This is an optimization exercise on Yosys and OpenROAD, whose aim is small area, a short achievable clock period and few clock cycles per item, not a production implementation.
In this exercise RTL edits were held to simulation tests only and were not proved equivalent to the original.

==> design/flow/design.v <==
`default_nettype none
package itsp_pkg;
   localparam int unsigned CHAR_W  = 8;
   localparam int unsigned ACC_W   = 7;
   localparam int unsigned POS_W   = 5;
   localparam int unsigned EPOCH_W = 39;
   localparam int unsigned YEAR_W  = 14;
   localparam int unsigned DOY_W   = 9;
   localparam int unsigned HMS_W   = 17;
   localparam int unsigned DAY_W   = 25;
   localparam int unsigned QUEUE_DEPTH = 2;
   localparam int unsigned REC_W       = 1 + 7 * ACC_W;   
   localparam logic [POS_W-1:0] POS_YEAR_LO = 5'd2;
   localparam logic [POS_W-1:0] POS_DASH_A  = 5'd4;
   localparam logic [POS_W-1:0] POS_DASH_B  = 5'd7;
   localparam logic [POS_W-1:0] POS_T       = 5'd10;
   localparam logic [POS_W-1:0] POS_COLON_A = 5'd13;
   localparam logic [POS_W-1:0] POS_COLON_B = 5'd16;
   localparam logic [POS_W-1:0] POS_Z       = 5'd19;
   localparam logic [POS_W-1:0] STAMP_LEN   = 5'd20;
   localparam logic [POS_W-1:0] POS_MAX     = 5'd31;
   localparam logic [CHAR_W-1:0] CH_DASH  = 8'h2D;
   localparam logic [CHAR_W-1:0] CH_COLON = 8'h3A;
   localparam logic [CHAR_W-1:0] CH_T_UC  = 8'h54;
   localparam logic [CHAR_W-1:0] CH_T_LC  = 8'h74;
   localparam logic [CHAR_W-1:0] CH_Z_UC  = 8'h5A;
   localparam logic [CHAR_W-1:0] CH_Z_LC  = 8'h7A;
   localparam logic [CHAR_W-1:0] CH_0     = 8'h30;
   localparam logic [CHAR_W-1:0] CH_9     = 8'h39;
   localparam logic [DAY_W-1:0] DAY_OFFSET = 25'd865565;
   localparam logic signed [17:0] SEC_PER_DAY = 18'sd86400;
   typedef struct packed {
      logic             fmt_ok;
      logic [ACC_W-1:0] year_hi;
      logic [ACC_W-1:0] year_lo;
      logic [ACC_W-1:0] month;
      logic [ACC_W-1:0] day;
      logic [ACC_W-1:0] hour;
      logic [ACC_W-1:0] minute;
      logic [ACC_W-1:0] second;
   } stamp_rec_type;
   typedef enum logic [2:0] {
      BK_IDLE,
      BK_PREP,
      BK_DAYS,
      BK_SECS,
      BK_SEND
   } back_state_type;
   function automatic logic [ACC_W-1:0] push_digit(input logic [ACC_W-1:0] acc,
                                                    input logic [3:0] dig);
      logic [10:0] w;
      w = {4'd0, acc} * 11'd10 + {7'd0, dig};
      push_digit = w[ACC_W-1:0];
   endfunction
   function automatic logic [4:0] month_len(input logic [ACC_W-1:0] month,
                                            input logic leap);
      logic [4:0] n;
      case (month)
         7'd1, 7'd3, 7'd5, 7'd7, 7'd8, 7'd10, 7'd12: n = 5'd31;
         7'd4, 7'd6, 7'd9, 7'd11:                   n = 5'd30;
         7'd2:                                       n = leap ? 5'd29 : 5'd28;
         default:                                    n = 5'd0;
      endcase
      month_len = n;
   endfunction
   function automatic logic [DOY_W-1:0] doy_base(input logic [ACC_W-1:0] month);
      logic [DOY_W-1:0] n;
      case (month)
         7'd3:    n = 9'd0;
         7'd4:    n = 9'd31;
         7'd5:    n = 9'd61;
         7'd6:    n = 9'd92;
         7'd7:    n = 9'd122;
         7'd8:    n = 9'd153;
         7'd9:    n = 9'd184;
         7'd10:   n = 9'd214;
         7'd11:   n = 9'd245;
         7'd12:   n = 9'd275;
         7'd1:    n = 9'd306;
         7'd2:    n = 9'd337;
         default: n = 9'd0;
      endcase
      doy_base = n;
   endfunction
endpackage
`default_nettype wire
`default_nettype none
module itsp_front (
   input  wire logic                         clock,
   input  wire logic                         reset,
   input  wire logic                         char_valid,
   output      logic                         char_ready,
   input  wire logic [itsp_pkg::CHAR_W-1:0]  char_byte,
   input  wire logic                         last_char,
   input  wire logic                         queue_full,
   output      logic                         rec_push,
   output      itsp_pkg::stamp_rec_type      rec
);
   logic [itsp_pkg::POS_W-1:0] pos_ff, pos_in;
   logic                       err_ff, err_in;
   logic [itsp_pkg::ACC_W-1:0] yhi_ff, yhi_in, ylo_ff, ylo_in;
   logic [itsp_pkg::ACC_W-1:0] mon_ff, mon_in, day_ff, day_in;
   logic [itsp_pkg::ACC_W-1:0] hr_ff, hr_in, min_ff, min_in, sec_ff, sec_in;
   logic                       take;
   logic                       is_digit;
   logic [3:0]                 dig;
   logic [itsp_pkg::CHAR_W-1:0] dig_full;
   assign char_ready = !queue_full;
   assign take       = char_valid && char_ready;
   assign is_digit   = (char_byte >= itsp_pkg::CH_0) && (char_byte <= itsp_pkg::CH_9);
   assign dig_full   = char_byte - itsp_pkg::CH_0;
   assign dig        = dig_full[3:0];
   always_comb begin
      err_in = err_ff;
      yhi_in = yhi_ff;
      ylo_in = ylo_ff;
      mon_in = mon_ff;
      day_in = day_ff;
      hr_in  = hr_ff;
      min_in = min_ff;
      sec_in = sec_ff;
      if (pos_ff >= itsp_pkg::STAMP_LEN) begin
         err_in = 1'b1;
      end else if ((pos_ff == itsp_pkg::POS_DASH_A) || (pos_ff == itsp_pkg::POS_DASH_B)) begin
         if (char_byte != itsp_pkg::CH_DASH) err_in = 1'b1;
      end else if ((pos_ff == itsp_pkg::POS_COLON_A) || (pos_ff == itsp_pkg::POS_COLON_B)) begin
         if (char_byte != itsp_pkg::CH_COLON) err_in = 1'b1;
      end else if (pos_ff == itsp_pkg::POS_T) begin
         if ((char_byte != itsp_pkg::CH_T_UC) && (char_byte != itsp_pkg::CH_T_LC)) err_in = 1'b1;
      end else if (pos_ff == itsp_pkg::POS_Z) begin
         if ((char_byte != itsp_pkg::CH_Z_UC) && (char_byte != itsp_pkg::CH_Z_LC)) err_in = 1'b1;
      end else if (!is_digit) begin
         err_in = 1'b1;
      end else if (pos_ff < itsp_pkg::POS_YEAR_LO) begin
         yhi_in = itsp_pkg::push_digit(yhi_ff, dig);
      end else if (pos_ff < itsp_pkg::POS_DASH_A) begin
         ylo_in = itsp_pkg::push_digit(ylo_ff, dig);
      end else if (pos_ff < itsp_pkg::POS_DASH_B) begin
         mon_in = itsp_pkg::push_digit(mon_ff, dig);
      end else if (pos_ff < itsp_pkg::POS_T) begin
         day_in = itsp_pkg::push_digit(day_ff, dig);
      end else if (pos_ff < itsp_pkg::POS_COLON_A) begin
         hr_in = itsp_pkg::push_digit(hr_ff, dig);
      end else if (pos_ff < itsp_pkg::POS_COLON_B) begin
         min_in = itsp_pkg::push_digit(min_ff, dig);
      end else begin
         sec_in = itsp_pkg::push_digit(sec_ff, dig);
      end
   end
   always_comb begin
      rec.fmt_ok  = !err_in && (pos_ff == itsp_pkg::POS_Z);
      rec.year_hi = yhi_in;
      rec.year_lo = ylo_in;
      rec.month   = mon_in;
      rec.day     = day_in;
      rec.hour    = hr_in;
      rec.minute  = min_in;
      rec.second  = sec_in;
   end
   assign rec_push = take && last_char;
   always_comb begin
      pos_in = pos_ff;
      if (pos_ff != itsp_pkg::POS_MAX) pos_in = pos_ff + 5'd1;
   end
   always_ff @(posedge clock) begin
      if (reset || rec_push) begin
         pos_ff <= '0;
         err_ff <= 1'b0;
         yhi_ff <= '0;
         ylo_ff <= '0;
         mon_ff <= '0;
         day_ff <= '0;
         hr_ff  <= '0;
         min_ff <= '0;
         sec_ff <= '0;
      end else if (take) begin
         pos_ff <= pos_in;
         err_ff <= err_in;
         yhi_ff <= yhi_in;
         ylo_ff <= ylo_in;
         mon_ff <= mon_in;
         day_ff <= day_in;
         hr_ff  <= hr_in;
         min_ff <= min_in;
         sec_ff <= sec_in;
      end
   end
endmodule
`default_nettype wire
`default_nettype none
module itsp_queue #(
   parameter int unsigned DEPTH = itsp_pkg::QUEUE_DEPTH
) (
   input  wire logic                    clock,
   input  wire logic                    reset,
   input  wire logic                    push,
   input  wire itsp_pkg::stamp_rec_type push_rec,
   output      logic                    full,
   input  wire logic                    pop,
   output      itsp_pkg::stamp_rec_type pop_rec,
   output      logic                    not_empty
);
   localparam int unsigned PTR_W = (DEPTH > 1) ? $clog2(DEPTH) : 1;
   localparam int unsigned CNT_W = $clog2(DEPTH + 1);
   localparam logic [PTR_W-1:0] PTR_LAST = PTR_W'(DEPTH - 1);
   localparam logic [CNT_W-1:0] CNT_FULL = CNT_W'(DEPTH);
   logic [itsp_pkg::REC_W-1:0] slot_ff [DEPTH];
   logic [PTR_W-1:0] wr_ptr_ff, wr_ptr_in, rd_ptr_ff, rd_ptr_in;
   logic [CNT_W-1:0] count_ff, count_in;
   assign full      = (count_ff == CNT_FULL);
   assign not_empty = (count_ff != '0);
   assign pop_rec   = slot_ff[rd_ptr_ff];
   always_comb begin
      wr_ptr_in = wr_ptr_ff;
      rd_ptr_in = rd_ptr_ff;
      count_in  = count_ff;
      if (push) wr_ptr_in = (wr_ptr_ff == PTR_LAST) ? '0 : wr_ptr_ff + 1'b1;
      if (pop)  rd_ptr_in = (rd_ptr_ff == PTR_LAST) ? '0 : rd_ptr_ff + 1'b1;
      if (push && !pop) count_in = count_ff + 1'b1;
      if (pop && !push) count_in = count_ff - 1'b1;
   end
   always_ff @(posedge clock) begin
      if (reset) begin
         wr_ptr_ff <= '0;
         rd_ptr_ff <= '0;
         count_ff  <= '0;
      end else begin
         wr_ptr_ff <= wr_ptr_in;
         rd_ptr_ff <= rd_ptr_in;
         count_ff  <= count_in;
      end
   end
   always_ff @(posedge clock) begin
      if (push) slot_ff[wr_ptr_ff] <= push_rec;
   end
endmodule
`default_nettype wire
`default_nettype none
module itsp_back (
   input  wire logic                                clock,
   input  wire logic                                reset,
   input  wire logic                                rec_valid,
   input  wire itsp_pkg::stamp_rec_type             rec,
   output      logic                                rec_pop,
   output      logic                                rsp_valid,
   input  wire logic                                rsp_ready,
   output      logic                                rsp_ok,
   output      logic signed [itsp_pkg::EPOCH_W-1:0] rsp_epoch
);
   itsp_pkg::back_state_type state_ff, state_in;
   itsp_pkg::stamp_rec_type  rec_ff;
   logic                     load_rsp;
   logic                        leap_w, early_w, borrow_w, ok_w;
   logic [4:0]                  mdays_w;
   logic [itsp_pkg::ACC_W-1:0]  hp_w, lp_w;
   logic [itsp_pkg::YEAR_W-1:0] yp_w;
   logic [itsp_pkg::DOY_W-1:0]  doy_w;
   logic [itsp_pkg::HMS_W-1:0]  hms_w;
   logic                        ok_ff;
   logic [itsp_pkg::ACC_W-1:0]  hp_ff, lp_ff;
   logic [itsp_pkg::YEAR_W-1:0] yp_ff;
   logic [itsp_pkg::DOY_W-1:0]  doy_ff;
   logic [itsp_pkg::HMS_W-1:0]  hms_ff;
   logic [itsp_pkg::DAY_W-1:0]         day_sum_w;
   logic signed [itsp_pkg::DAY_W-1:0]  day_ff;
   logic signed [42:0]                 prod_w;
   logic [itsp_pkg::EPOCH_W-1:0]       sec_w, sec_ff;
   logic                                rsp_valid_ff;
   logic                                rsp_ok_ff;
   logic signed [itsp_pkg::EPOCH_W-1:0] rsp_epoch_ff;
   always_comb begin
      state_in = state_ff;
      case (state_ff)
         itsp_pkg::BK_IDLE: if (rec_valid) state_in = itsp_pkg::BK_PREP;
         itsp_pkg::BK_PREP: state_in = itsp_pkg::BK_DAYS;
         itsp_pkg::BK_DAYS: state_in = itsp_pkg::BK_SECS;
         itsp_pkg::BK_SECS: state_in = itsp_pkg::BK_SEND;
         itsp_pkg::BK_SEND: if (!rsp_valid_ff || rsp_ready) state_in = itsp_pkg::BK_IDLE;
         default:           state_in = itsp_pkg::BK_IDLE;
      endcase
   end
   always_comb begin
      rec_pop  = 1'b0;
      load_rsp = 1'b0;
      case (state_ff)
         itsp_pkg::BK_IDLE: rec_pop  = rec_valid;
         itsp_pkg::BK_SEND: load_rsp = !rsp_valid_ff || rsp_ready;
         default: begin
            rec_pop  = 1'b0;
            load_rsp = 1'b0;
         end
      endcase
   end
   always_ff @(posedge clock) begin
      if (reset) state_ff <= itsp_pkg::BK_IDLE;
      else       state_ff <= state_in;
   end
   always_comb begin
      leap_w   = (rec_ff.year_lo != '0) ? (rec_ff.year_lo[1:0] == 2'b00)
                                        : (rec_ff.year_hi[1:0] == 2'b00);
      mdays_w  = itsp_pkg::month_len(rec_ff.month, leap_w);
      ok_w     = rec_ff.fmt_ok &&
                 (rec_ff.month != '0) && (rec_ff.month <= 7'd12) &&
                 (rec_ff.day != '0) && (rec_ff.day <= {2'b00, mdays_w}) &&
                 (rec_ff.hour <= 7'd23) && (rec_ff.minute <= 7'd59) &&
                 (rec_ff.second <= 7'd60);
      early_w  = (rec_ff.month <= 7'd2);
      borrow_w = early_w && (rec_ff.year_lo == '0);
      hp_w     = rec_ff.year_hi + 7'd4 - {6'd0, borrow_w};
      if (!early_w)      lp_w = rec_ff.year_lo;
      else if (borrow_w) lp_w = 7'd99;
      else               lp_w = rec_ff.year_lo - 7'd1;
      yp_w     = itsp_pkg::YEAR_W'(hp_w) * 14'd100 + itsp_pkg::YEAR_W'(lp_w);
      doy_w    = itsp_pkg::doy_base(rec_ff.month) + itsp_pkg::DOY_W'(rec_ff.day) - 9'd1;
      hms_w    = itsp_pkg::HMS_W'(rec_ff.hour) * 17'd3600 +
                 itsp_pkg::HMS_W'(rec_ff.minute) * 17'd60 +
                 itsp_pkg::HMS_W'(rec_ff.second);
   end
   assign day_sum_w = itsp_pkg::DAY_W'(yp_ff) * 25'd365 +
                      itsp_pkg::DAY_W'(hp_ff) * 25'd24 +
                      itsp_pkg::DAY_W'(hp_ff >> 2) +
                      itsp_pkg::DAY_W'(lp_ff >> 2) +
                      itsp_pkg::DAY_W'(doy_ff) - itsp_pkg::DAY_OFFSET;
   assign prod_w = day_ff * itsp_pkg::SEC_PER_DAY;
   assign sec_w  = prod_w[itsp_pkg::EPOCH_W-1:0] +
                   {{(itsp_pkg::EPOCH_W - itsp_pkg::HMS_W){1'b0}}, hms_ff};
   always_ff @(posedge clock) begin
      if (rec_pop) rec_ff <= rec;
      if (state_ff == itsp_pkg::BK_PREP) begin
         ok_ff  <= ok_w;
         hp_ff  <= hp_w;
         lp_ff  <= lp_w;
         yp_ff  <= yp_w;
         doy_ff <= doy_w;
         hms_ff <= hms_w;
      end
      if (state_ff == itsp_pkg::BK_DAYS) day_ff <= $signed(day_sum_w);
      if (state_ff == itsp_pkg::BK_SECS) sec_ff <= sec_w;
      if (load_rsp) begin
         rsp_ok_ff    <= ok_ff;
         rsp_epoch_ff <= ok_ff ? $signed(sec_ff) : '0;
      end
   end
   always_ff @(posedge clock) begin
      if (reset)          rsp_valid_ff <= 1'b0;
      else if (load_rsp)  rsp_valid_ff <= 1'b1;
      else if (rsp_ready) rsp_valid_ff <= 1'b0;
   end
   assign rsp_valid = rsp_valid_ff;
   assign rsp_ok    = rsp_ok_ff;
   assign rsp_epoch = rsp_epoch_ff;
endmodule
`default_nettype wire
`default_nettype none
module iso8601_utc_timestamp_parser_unit #(
   parameter int unsigned QUEUE_DEPTH = itsp_pkg::QUEUE_DEPTH
) (
   input  wire logic        clock,
   input  wire logic        reset,
   input  wire logic        req_tvalid,
   output      logic        req_tready,
   input  wire logic [7:0]  req_tdata,    
   input  wire logic        req_tlast,    
   output      logic        rsp_tvalid,
   input  wire logic        rsp_tready,
   output      logic [39:0] rsp_tdata,    
   output      logic        rsp_tuser     
);
   itsp_pkg::stamp_rec_type push_rec, pop_rec;
   logic rec_push, rec_pop, q_full, q_not_empty;
   logic rsp_ok;
   logic signed [itsp_pkg::EPOCH_W-1:0] rsp_epoch;
   itsp_front u_front (
      .clock      (clock),
      .reset      (reset),
      .char_valid (req_tvalid),
      .char_ready (req_tready),
      .char_byte  (req_tdata),
      .last_char  (req_tlast),
      .queue_full (q_full),
      .rec_push   (rec_push),
      .rec        (push_rec)
   );
   itsp_queue #(
      .DEPTH (QUEUE_DEPTH)
   ) u_queue (
      .clock     (clock),
      .reset     (reset),
      .push      (rec_push),
      .push_rec  (push_rec),
      .full      (q_full),
      .pop       (rec_pop),
      .pop_rec   (pop_rec),
      .not_empty (q_not_empty)
   );
   itsp_back u_back (
      .clock     (clock),
      .reset     (reset),
      .rec_valid (q_not_empty),
      .rec       (pop_rec),
      .rec_pop   (rec_pop),
      .rsp_valid (rsp_tvalid),
      .rsp_ready (rsp_tready),
      .rsp_ok    (rsp_ok),
      .rsp_epoch (rsp_epoch)
   );
   assign rsp_tdata = {1'b0, rsp_epoch};
   assign rsp_tuser = rsp_ok;
endmodule
`default_nettype wire
==> design/flow/run.sh <==
#!/bin/bash
# synth_recipe.tcl (not shown) runs the flow's synth.tcl, then flattens the netlist and writes it again
# the make line also repeats each setting of config.mk as NAME=value (left out here)
make -C /OpenROAD-flow-scripts/flow DESIGN_CONFIG=/design/flow/config.mk WORK_HOME=/design/flow/orfs CLKGATE_MAP_FILE= SYNTH_SCRIPT=/design/flow/synth_recipe.tcl finish
==> design/flow/config.mk <==
export PLATFORM = sky130hd
export DESIGN_NAME = iso8601_utc_timestamp_parser_unit
export DESIGN_NICKNAME = iso8601_utc_timestamp_parser_unit
export VERILOG_FILES = /design/flow/design.v
export SDC_FILE = /design/flow/constraint.sdc
export NUM_CORES = 4
export LEC_CHECK = 0
export CAP_MARGIN = 20
export CORE_MARGIN = 2
export CORE_UTILIZATION = 40
export SLEW_MARGIN = 20
==> design/flow/constraint.sdc <==
create_clock -name core_clock -period 7.0 [get_ports {clock}]
set_input_delay 1.4000 -clock core_clock [delete_from_list [all_inputs] [get_ports {clock}]]
set_output_delay 1.4000 -clock core_clock [all_outputs]
set_load 0.01 [all_outputs]
==> results.txt <==
==> routing by layer <==
layer,track usage,up-vias,part of all wire
li1,-,9236,-
met1,0.1758,8712,0.44
met3,0.01992,94,0.029
met5,0,-,0
met4,0.04381,0,0.025
met2,0.2744,255,0.50
==> through the flow <==
step | hold WS (ns) | util | instance area (sq um) | setup slack, ns
floorplan | 0.4003 | - | 28750 | 0.5180
global placement | 0.4049 | 0.4269 | 30470 | 0.1548
detailed placement | 0.4045 | 0.4269 | 30470 | 0.1416
CTS | 0.4188 | 0.4497 | 32090 | 0.03769
global route | 0.4236 | 0.4515 | 32220 | -0.004663
finish | 0.4184 | 0.4515 | 32220 | 0.3029
==> how the worst max path moves through the flow <==
stage | to | cells past startpoint | slack [ns]
global route | u_back.day_ff[24] | 26 | -0.005
global placement | u_back.day_ff[24] | 26 | 0.15
detailed placement | u_back.day_ff[24] | 26 | 0.14
floorplan | u_back.day_ff[24] | 26 | 0.52
finish | u_back.day_ff[24] | 26 | 0.30
CTS | u_back.day_ff[24] | 26 | 0.04
==> cells in the mapped netlist (39+ instances only) <==
master	n
sky130_fd_sc_hd__a21oi_1	154
sky130_fd_sc_hd__and2_1	43
sky130_fd_sc_hd__clkbuf_1	39
sky130_fd_sc_hd__dfxtp_1	63
sky130_fd_sc_hd__edfxtp_1	307
sky130_fd_sc_hd__fa_1	159
sky130_fd_sc_hd__ha_1	419
sky130_fd_sc_hd__inv_1	447
sky130_fd_sc_hd__mux2_2	78
sky130_fd_sc_hd__nand2_1	110
sky130_fd_sc_hd__nand3_1	45
sky130_fd_sc_hd__nor2_1	150
sky130_fd_sc_hd__nor3_1	47
sky130_fd_sc_hd__o21ai_0	59
sky130_fd_sc_hd__xnor2_1	148
sky130_fd_sc_hd__xor2_1	59
==> worst register-to-register path, cell delays in order, from the launching register on <==
cell,delay [ns]
sky130_fd_sc_hd__edfxtp_1,0.43
sky130_fd_sc_hd__ha_1,0.35
sky130_fd_sc_hd__inv_1,0.08
sky130_fd_sc_hd__fa_1,0.53
sky130_fd_sc_hd__inv_1,0.05
sky130_fd_sc_hd__fa_1,0.52
sky130_fd_sc_hd__inv_1,0.05
sky130_fd_sc_hd__fa_1,0.52
sky130_fd_sc_hd__inv_1,0.04
sky130_fd_sc_hd__ha_1,0.36
sky130_fd_sc_hd__a21boi_0,0.21
sky130_fd_sc_hd__o21a_1,0.15
sky130_fd_sc_hd__nor2_1,0.05
sky130_fd_sc_hd__xor2_1,0.16
sky130_fd_sc_hd__ha_1,0.28
sky130_fd_sc_hd__inv_1,0.04
sky130_fd_sc_hd__ha_1,0.28
sky130_fd_sc_hd__ha_1,0.33
sky130_fd_sc_hd__ha_4,0.26
sky130_fd_sc_hd__or2_2,0.31
sky130_fd_sc_hd__a21oi_2,0.17
sky130_fd_sc_hd__a211oi_1,0.09
sky130_fd_sc_hd__o21a_1,0.23
sky130_fd_sc_hd__a21bo_2,0.23
sky130_fd_sc_hd__a221o_1,0.32
sky130_fd_sc_hd__a31o_2,0.26
sky130_fd_sc_hd__xor2_1,0.13
==> flip-flops by register name (all words and copies together) (netlist names), 9 cells and up <==
name and cells:
u_back.sec_ff 39, u_back.day_ff 25, u_back.doy_ff 9, u_back.yp_ff 12, u_back.rec_ff 50, u_back.hms_ff 17, u_back.rsp_epoch_ff 39, u_queue.slot_ff 100
==> repair_timing <==
item / in CTS / in global routing
resized for setup: 0 / 9
setup buffers: 0 / 4
endpoints found under the setup margin: 0 / 4
==> final cells by class <==
class	instances	area [sq um]	area share
timing repair buffer	76	725.7	0.02252
clock inverter	32	491.7	0.01526
sequential	370	10480	0.3253
clock buffer	49	1130	0.03506
tap	950	1189	0.03689
inverter	448	1682	0.05219
multi-input combinational	1792	16520	0.5128
==> cells by family after synthesis <==
kind of cell	count (synthesis)	share of synthesized area
adder cells (fa/ha/maj)	578	0.2930
AND/OR/NAND/NOR	527	0.09216
buffers and inverters	497	0.06540
AO/OA/AOI/OAI	395	0.08912
flip-flops	370	0.3645
XOR/XNOR	207	0.06305
multiplexers	84	0.03264
other	1	0.0001304
==> results.sh <==
export IMPL_syn2layout_area_growth_pct=12.07
export IMPL_filler_cell_count=6608
export IMPL_place_congestion=0.8484
export IMPL_final_max_slew_viol_count=0
export IMPL_final_period_minus_worst_setup_slack_ns=6.697
export IMPL_synthArstFlopShare=0
export IMPL_clk_latency_ns=0.60
export IMPL_ys_seq_elements=370
export IMPL_detail_route_drc_violations=0
export IMPL_syn_inst_count=2659
export IMPL_synthesis_area_per_instance_sq_um=10.81
export IMPL_cp_max_fo=4
export IMPL_design_portCount=56
export IMPL_synth_top_area_cell="sky130_fd_sc_hd__edfxtp_1"
export IMPL_slew_headroom=0.4464
export IMPL_timing_critical_path_arrival_ns=7.03
export IMPL_numPlacedInstances=3630
export IMPL_highest_clock_frequency_the_design_can_meet_mhz=149.3
export IMPL_postSynthNetCount=3250
export IMPL_cts_hold_buf=0
export IMPL_post_drt_via_cell_ratio=4.923
export IMPL_cts_sinks=370
export IMPL_synthDominantCellAreaShare=0.3206
export IMPL_regToRegEndpoint="u_back.day_ff[24]"
export IMPL_tritoncts_clock_tree="built"
export IMPL_worstHoldPathType="flip-flop to flip-flop"
export IMPL_floorplan_initialDensity=0.4029
export IMPL_antenna_found_initial=0
export IMPL_grt_overflow_total=0
export IMPL_detail_route_wl_per_cell_um=14.31
export IMPL_timing_final_crit_share=0.9567
export IMPL_worstPathBufferInverterCount=5
export IMPL_cp_start_kind="flip-flop"
export IMPL_timing_critical_path_required_ns=7.33
export IMPL_chipHeight_um=272.1
export IMPL_die_w_um=272.1
export IMPL_grt_start_max_net_pins=56
export IMPL_fin_worst_skew_ns=0.03052
export IMPL_buffer_ports_inserted=54
export IMPL_layout_common_cells="sky130_fd_sc_hd__inv_1, sky130_fd_sc_hd__ha_1, sky130_fd_sc_hd__edfxtp_1"
export IMPL_drt_pre_antenna_iters=5
export IMPL_rows=98
export IMPL_finalHoldViolCount=0
export IMPL_first_global_vias=19315
export IMPL_syn_cell_area_sq_um=28750
export IMPL_criticalPathCategory="flip-flop to flip-flop"
export IMPL_leading_cell_types_by_total_area_after_synthesis="sky130_fd_sc_hd__edfxtp_1, sky130_fd_sc_hd__ha_1, sky130_fd_sc_hd__fa_1, sky130_fd_sc_hd__inv_1, sky130_fd_sc_hd__xnor2_1"
export IMPL_worst_r2r_path_depth=26
export IMPL_synth_yosys_warnings=3
export IMPL_worst_setup_hold_path_clk_slew_ns=0.06
export IMPL_synth_edff_count=307
export IMPL_final_common_cell="sky130_fd_sc_hd__inv_1"
export IMPL_drt_antenna_violating_nets=0
export IMPL_die_area_sq_um=74040
export IMPL_layout_drive_gt1_share=0.08168
export IMPL_nets=3323
export IMPL_critical_path_max_stage_delay_ns=0.53
export IMPL_coreArea_sq_um=71360
export IMPL_origin_of_the_critical_flop_to_flop_path="u_back.yp_ff[3]"
export IMPL_yosys_cell_types_count=94
export IMPL_cts_root_buffer="sky130_fd_sc_hd__clkbuf_16"
export IMPL_ys_flop_type="sky130_fd_sc_hd__edfxtp_1"
export IMPL_finalSetupViolations=0
export IMPL_endpoint_kind="flip-flop"
export IMPL_timing_setup_tns_ns=0
export IMPL_ff2ff_setup_slack_ns=0.30
export IMPL_hold_path_end="u_back.sec_ff[4]"
export IMPL_holdPathStages=0
export IMPL_synth_seq_area_share=0.3645
export IMPL_max_slew_worst_pin_slew_ns=0.8279
export IMPL_post_dp_hpwl_mm=40.68
export IMPL_initialDrtViolationCount=923
export IMPL_cts_inserted_buffers=44
export IMPL_crit_slowest_cell="sky130_fd_sc_hd__fa_1"
export IMPL_crit_start="u_back.yp_ff[3]"
export IMPL_drv_cap=0
export IMPL_hold_start="u_back.hms_ff[4]"
export IMPL_run_status="complete, no violations"
export IMPL_track_usage=0.1474
export IMPL_critical_path_top_delay_family="adder cells"
export IMPL_clockBufferDepth=3
export IMPL_vias=18297
export IMPL_n_antenna_cell=0
export IMPL_clock_tree_htree_level_count=2
export IMPL_drt_wl_total_mm=53.20
export IMPL_instances_no_fill=3717
export IMPL_wire_length_of_the_first_global_routing_pass_mm=91.10
Testbench counts, summed over its fixed seeds: cycles 32,048, items 1,600.

port drivers added, routing unchanged:
No port has a modelled driver above. Below, the same layout with a new extraction and two added sets of constraints.
Step 1, drivers: a clkbuf_16 drives clock and a buf_2 each remaining input, both assumed.
Step 2 also shifts input and output timing later by t, the mid clock arrival at the registers, as if the neighbouring blocks saw the same clock.
a / b / c = ideal / step 1 / step 2; a / b = the first two.
t (ns): 0.639
slack for setup (ns): 0.303 / 0.303 / 0.303
worst setup path at the end: register to register
latest minus earliest clock arrival (ns): 0.033 / 0.033
After both steps setup and hold are still met in this run. The setup slack of this run moves by 0.000 ns with the drivers and by 0.000 ns with both steps.
